Context: an optimization exercise on an open-source flow, tuned for a short achievable clock period and few clock cycles per item. The choices shown serve that exercise and are no tape-out recipe.

==> flow/design.v <==
module riscv_crypto_sha256_msched (
  input  logic        clk,
  input  logic        rst,
  input  logic        in_valid,
  output logic        in_ready,
  input  logic [31:0] in_data,
  output logic        out_valid,
  input  logic        out_ready,
  output logic [31:0] out_data,
  output logic [5:0]  out_idx,
  output logic        out_last,
  output logic        busy
);
  localparam int DIN = 4;
  function automatic logic [31:0] sig0(input logic [31:0] x);
    sig0 = {x[6:0], x[31:7]} ^ {x[17:0], x[31:18]} ^ {3'b000, x[31:3]};
  endfunction
  function automatic logic [31:0] sig1(input logic [31:0] x);
    sig1 = {x[16:0], x[31:17]} ^ {x[18:0], x[31:19]} ^ {10'b0, x[31:10]};
  endfunction
  function automatic logic [31:0] maj2(input logic [31:0] a, input logic [31:0] b,
                                       input logic [31:0] c);
    logic [31:0] m;
    m = (a & b) | (a & c) | (b & c);
    maj2 = {m[30:0], 1'b0};
  endfunction
  logic        cap_v_q;
  logic [31:0] cap_d_q;
  logic [31:0] fifo_q [DIN];
  logic [1:0]  f_wp_q, f_rp_q;
  logic [2:0]  f_cnt_q, f_cnt_d;
  logic        f_ne_q;
  logic [2:0]  occ_q, occ_d;   
  logic        occ_le2_q, occ_le3_q, occ_le4_q;
  logic        in_ready_q, in_ready_d;
  logic        in_nrdy_q;      
  logic [3:0]  in_cnt_q;
  logic        in15_q;         
  logic        in_hs, avail, ld_in, pop, push;
  logic [31:0] head;
  logic [31:0] win_q [16];     
  logic [5:0]  n_q, n_d;       
  logic [31:0] bp_q, bg_q, bgp_q;
  logic        bv_q, bv_d;     
  logic [31:0] xs_q, xc_q;     
  logic        adv_q, adv_d;   
  logic        bld_q;          
  logic        bsel_q;         
  logic [31:0] s1w, ps, pc;
  logic [31:0] a_p, a_g, a_g1, a_p1, a_g2, a_p2;
  logic [31:0] c_g3, c_p3, c_g4, c_p4, c_g5, w_sum;
  logic [4:0]  lag_q, lag_d, lag_t, lag_n;  
  logic        nz_q;           
  logic        l15_q, l16_q;   
  logic [15:0] sel_q;          
  logic        out_valid_q;
  logic [31:0] out_data_q, rd_word;
  logic [5:0]  out_idx_q, m_q;
  logic        out_last_q;
  logic        m63_q;          
  logic        take;
  logic [1:0]  pend_q, pend_d;
  logic        pend_eq1_q, pend_ge2_q;
  logic        busy_q, busy_d;
  logic        inc, dec;
  assign in_ready_q = ~in_nrdy_q;
  assign in_hs = in_valid & in_ready_q;
  assign avail = f_ne_q | cap_v_q;
  assign head  = f_ne_q ? fifo_q[f_rp_q] : cap_d_q;
  assign ld_in = bld_q & bsel_q & avail;
  assign pop   = ld_in & f_ne_q;
  assign push  = cap_v_q & ~(ld_in & ~f_ne_q);
  assign s1w = sig1(win_q[0]);
  assign ps  = s1w ^ xs_q ^ xc_q;
  assign pc  = maj2(s1w, xs_q, xc_q);
  always_comb begin
    a_p = bsel_q ? head  : (ps ^ pc);
    a_g = bsel_q ? 32'd0 : (ps & pc);
    for (int i = 0; i < 32; i++) begin
      if (i >= 1) begin
        a_g1[i] = a_g[i] | (a_p[i] & a_g[i-1]);
        a_p1[i] = a_p[i] & a_p[i-1];
      end else begin
        a_g1[i] = a_g[i];
        a_p1[i] = a_p[i];
      end
    end
    for (int i = 0; i < 32; i++) begin
      if (i >= 2) begin
        a_g2[i] = a_g1[i] | (a_p1[i] & a_g1[i-2]);
        a_p2[i] = a_p1[i] & a_p1[i-2];
      end else begin
        a_g2[i] = a_g1[i];
        a_p2[i] = a_p1[i];
      end
    end
  end
  always_comb begin
    for (int i = 0; i < 32; i++) begin
      if (i >= 4) begin
        c_g3[i] = bg_q[i] | (bgp_q[i] & bg_q[i-4]);
        c_p3[i] = bgp_q[i] & bgp_q[i-4];
      end else begin
        c_g3[i] = bg_q[i];
        c_p3[i] = bgp_q[i];
      end
    end
    for (int i = 0; i < 32; i++) begin
      if (i >= 8) begin
        c_g4[i] = c_g3[i] | (c_p3[i] & c_g3[i-8]);
        c_p4[i] = c_p3[i] & c_p3[i-8];
      end else begin
        c_g4[i] = c_g3[i];
        c_p4[i] = c_p3[i];
      end
    end
    for (int i = 0; i < 32; i++) begin
      if (i >= 16) c_g5[i] = c_g4[i] | (c_p4[i] & c_g4[i-16]);
      else         c_g5[i] = c_g4[i];
    end
    w_sum = bp_q ^ {c_g5[30:0], 1'b0};
  end
  assign take = nz_q & (~out_valid_q | out_ready);
  always_comb begin
    rd_word = 32'd0;
    for (int i = 0; i < 16; i++) rd_word = rd_word | ({32{sel_q[i]}} & win_q[i]);
  end
  always_comb begin
    f_cnt_d = f_cnt_q + {2'b00, push} - {2'b00, pop};
    occ_d   = occ_q - {2'b00, ld_in} + {2'b00, in_hs};
    n_d     = n_q + {5'd0, adv_q};
    bv_d    = bld_q ? (~bsel_q | avail) : bv_q;
    lag_t   = adv_q ? lag_q : lag_q - 5'd1;
    lag_n   = adv_q ? lag_q + 5'd1 : lag_q;
    lag_d   = take ? lag_t : lag_n;
    adv_d   = bv_d & ~(take ? 1'b0 : ((l15_q & adv_q) | l16_q));
    inc     = in_hs & in15_q;
    dec     = out_valid_q & out_ready & out_last_q;
    pend_d  = pend_q + {1'b0, inc} - {1'b0, dec};
    busy_d  = inc | pend_ge2_q | (pend_eq1_q & ~dec);
    case ({ld_in, in_hs})
      2'b10:   in_ready_d = occ_le4_q;
      2'b01:   in_ready_d = occ_le2_q;
      default: in_ready_d = occ_le3_q;
    endcase
    in_ready_d = in_ready_d | ~busy_d;
  end
  always_ff @(posedge clk or posedge rst) begin
    if (rst) begin
      cap_v_q     <= 1'b0;
      f_wp_q      <= 2'd0;
      f_rp_q      <= 2'd0;
      f_cnt_q     <= 3'd0;
      f_ne_q      <= 1'b0;
      occ_q       <= 3'd0;
      occ_le2_q   <= 1'b1;
      occ_le3_q   <= 1'b1;
      occ_le4_q   <= 1'b1;
      in_nrdy_q   <= 1'b0;
      in_cnt_q    <= 4'd0;
      in15_q      <= 1'b0;
      n_q         <= 6'd0;
      bv_q        <= 1'b0;
      adv_q       <= 1'b0;
      bld_q       <= 1'b1;
      bsel_q      <= 1'b1;
      lag_q       <= 5'd0;
      nz_q        <= 1'b0;
      l15_q       <= 1'b0;
      l16_q       <= 1'b0;
      sel_q       <= 16'd0;
      out_valid_q <= 1'b0;
      out_data_q  <= 32'd0;
      out_idx_q   <= 6'd0;
      out_last_q  <= 1'b0;
      m_q         <= 6'd0;
      m63_q       <= 1'b0;
      pend_q      <= 2'd0;
      pend_eq1_q  <= 1'b0;
      pend_ge2_q  <= 1'b0;
      busy_q      <= 1'b0;
    end else begin
      cap_v_q    <= in_hs;
      if (push)  f_wp_q <= f_wp_q + 2'd1;
      if (pop)   f_rp_q <= f_rp_q + 2'd1;
      f_cnt_q    <= f_cnt_d;
      f_ne_q     <= (f_cnt_d != 3'd0);
      occ_q      <= occ_d;
      occ_le2_q  <= (occ_d <= 3'd2);
      occ_le3_q  <= (occ_d <= 3'd3);
      occ_le4_q  <= (occ_d <= 3'd4);
      in_nrdy_q  <= ~in_ready_d;
      if (in_hs) begin
        in_cnt_q <= in_cnt_q + 4'd1;
        in15_q   <= (in_cnt_q == 4'd14);
      end
      n_q        <= n_d;
      bv_q       <= bv_d;
      adv_q      <= adv_d;
      bld_q      <= adv_d | ~bv_d;
      bsel_q     <= ~adv_d | (n_d < 6'd15) | (n_d == 6'd63);
      lag_q      <= lag_d;
      nz_q       <= take ? (lag_t != 5'd0) : (lag_n != 5'd0);
      l15_q      <= take ? (lag_t == 5'd15) : (lag_n == 5'd15);
      l16_q      <= take ? 1'b0 : (lag_n == 5'd16);
      if (take) begin
        if (~adv_q) sel_q <= {1'b0, sel_q[15:1]};
      end else begin
        if (adv_q)  sel_q <= {sel_q[14:0], ~nz_q};
      end
      out_valid_q <= take | (out_valid_q & ~out_ready);
      if (take) begin
        out_data_q <= rd_word;
        out_idx_q  <= m_q;
        out_last_q <= m63_q;
        m_q        <= m_q + 6'd1;
        m63_q      <= (m_q == 6'd62);
      end
      pend_q     <= pend_d;
      pend_eq1_q <= (pend_d == 2'd1);
      pend_ge2_q <= pend_d[1];
      busy_q     <= busy_d;
    end
  end
  always_ff @(posedge clk) begin
    cap_d_q <= in_data;
    if (push) fifo_q[f_wp_q] <= cap_d_q;
    if (bld_q) begin
      bp_q  <= a_p;
      bg_q  <= a_g2;
      bgp_q <= a_p2;
    end
    if (adv_q) begin
      win_q[0] <= w_sum;
      for (int i = 1; i < 16; i++) win_q[i] <= win_q[i-1];
      xs_q <= win_q[4] ^ sig0(win_q[12]) ^ win_q[13];
      xc_q <= maj2(win_q[4], sig0(win_q[12]), win_q[13]);
    end
  end
  assign in_ready  = in_ready_q;
  assign out_valid = out_valid_q;
  assign out_data  = out_data_q;
  assign out_idx   = out_idx_q;
  assign out_last  = out_last_q;
  assign busy      = busy_q;
endmodule
export LEC_CHECK = 0
export ABC_CLOCK_PERIOD_IN_PS = 2000
export CAP_MARGIN = 20
export CORE_MARGIN = 2
export CORE_UTILIZATION = 40
export SETUP_SLACK_MARGIN = 5
export SLEW_MARGIN = 20
create_clock -name core_clock -period 8.0 [get_ports {clk}]
standard.sh (not shown) runs the stock make flow with config.mk's settings and CLKGATE_MAP_FILE= SYNTH_SCRIPT=/design/flow/synth_recipe.tcl, a recipe that flattens the netlist after the stock synthesis.
==> flow/flow/run.sh <==
#!/bin/bash
# Standard synthesis, then the standard ORFS layout with repair_timing aiming at a larger setup margin.
set -euo pipefail
bash standard.sh synth > synth.log 2>&1
bash standard.sh SETUP_SLACK_MARGIN=5.4 finish > layout.log 2>&1
Next try:
==> flow/flow/run.sh (replaced) <==
#!/bin/bash
# Standard synthesis, then the standard ORFS layout with repair_timing aiming at a larger setup margin
# and larger clock-sink clusters.
set -euo pipefail
bash standard.sh synth > synth.log 2>&1
bash standard.sh SETUP_SLACK_MARGIN=5.4 CTS_CLUSTER_SIZE=20 CTS_CLUSTER_DIAMETER=80 finish > layout.log 2>&1
Cell area goes down by 3.7%.
Count of clock-buffer cells in the layout goes down by 34.
Sequential cell count stays the same.
Global-route usage goes down by 0.30 points.
Function was not checked in any run of this note: the RTL went through the layout flow alone.

port drivers added, routing unchanged:
How much do the figures lean on ideal ports? The routed layouts below were timed once more, with nothing changed but the port constraints. Step 1 (the two cells are an assumption about what drives the block):
set clk [get_ports {clk}]
set_driving_cell -lib_cell sky130_fd_sc_hd__clkbuf_16 $clk
set_driving_cell -lib_cell sky130_fd_sc_hd__buf_2 [delete_from_list [all_inputs] $clk]
Step 2 moves the port delays by t, midway between the first and last clock arrival at a register: inputs arrive t later, outputs are due t later. That takes back most of the time a late clock gives input paths. Slacks: ideal ports / drivers / drivers and shift; pairs: ideal ports / drivers.
| run | shift t [ns] | slack for setup (ns) | hold slack, ns | worst setup path after step 2 | slew at the worst register clock pin (ns) |
|---|---|---|---|---|---|
| the first run | 0.724 | 5.107 / 5.043 / 4.724 | 0.424 / 0.424 / 0.424 | input to register | 0.06 / 0.06 |
| the second run | 0.704 | 5.104 / 5.045 / 4.739 | 0.430 / 0.430 / 0.430 | input to register | 0.09 / 0.09 |
After both steps every run listed still meets setup and hold. For the first run, which loses most, drivers alone change the setup slack by -0.064 ns; drivers and shift together by -0.383 ns.
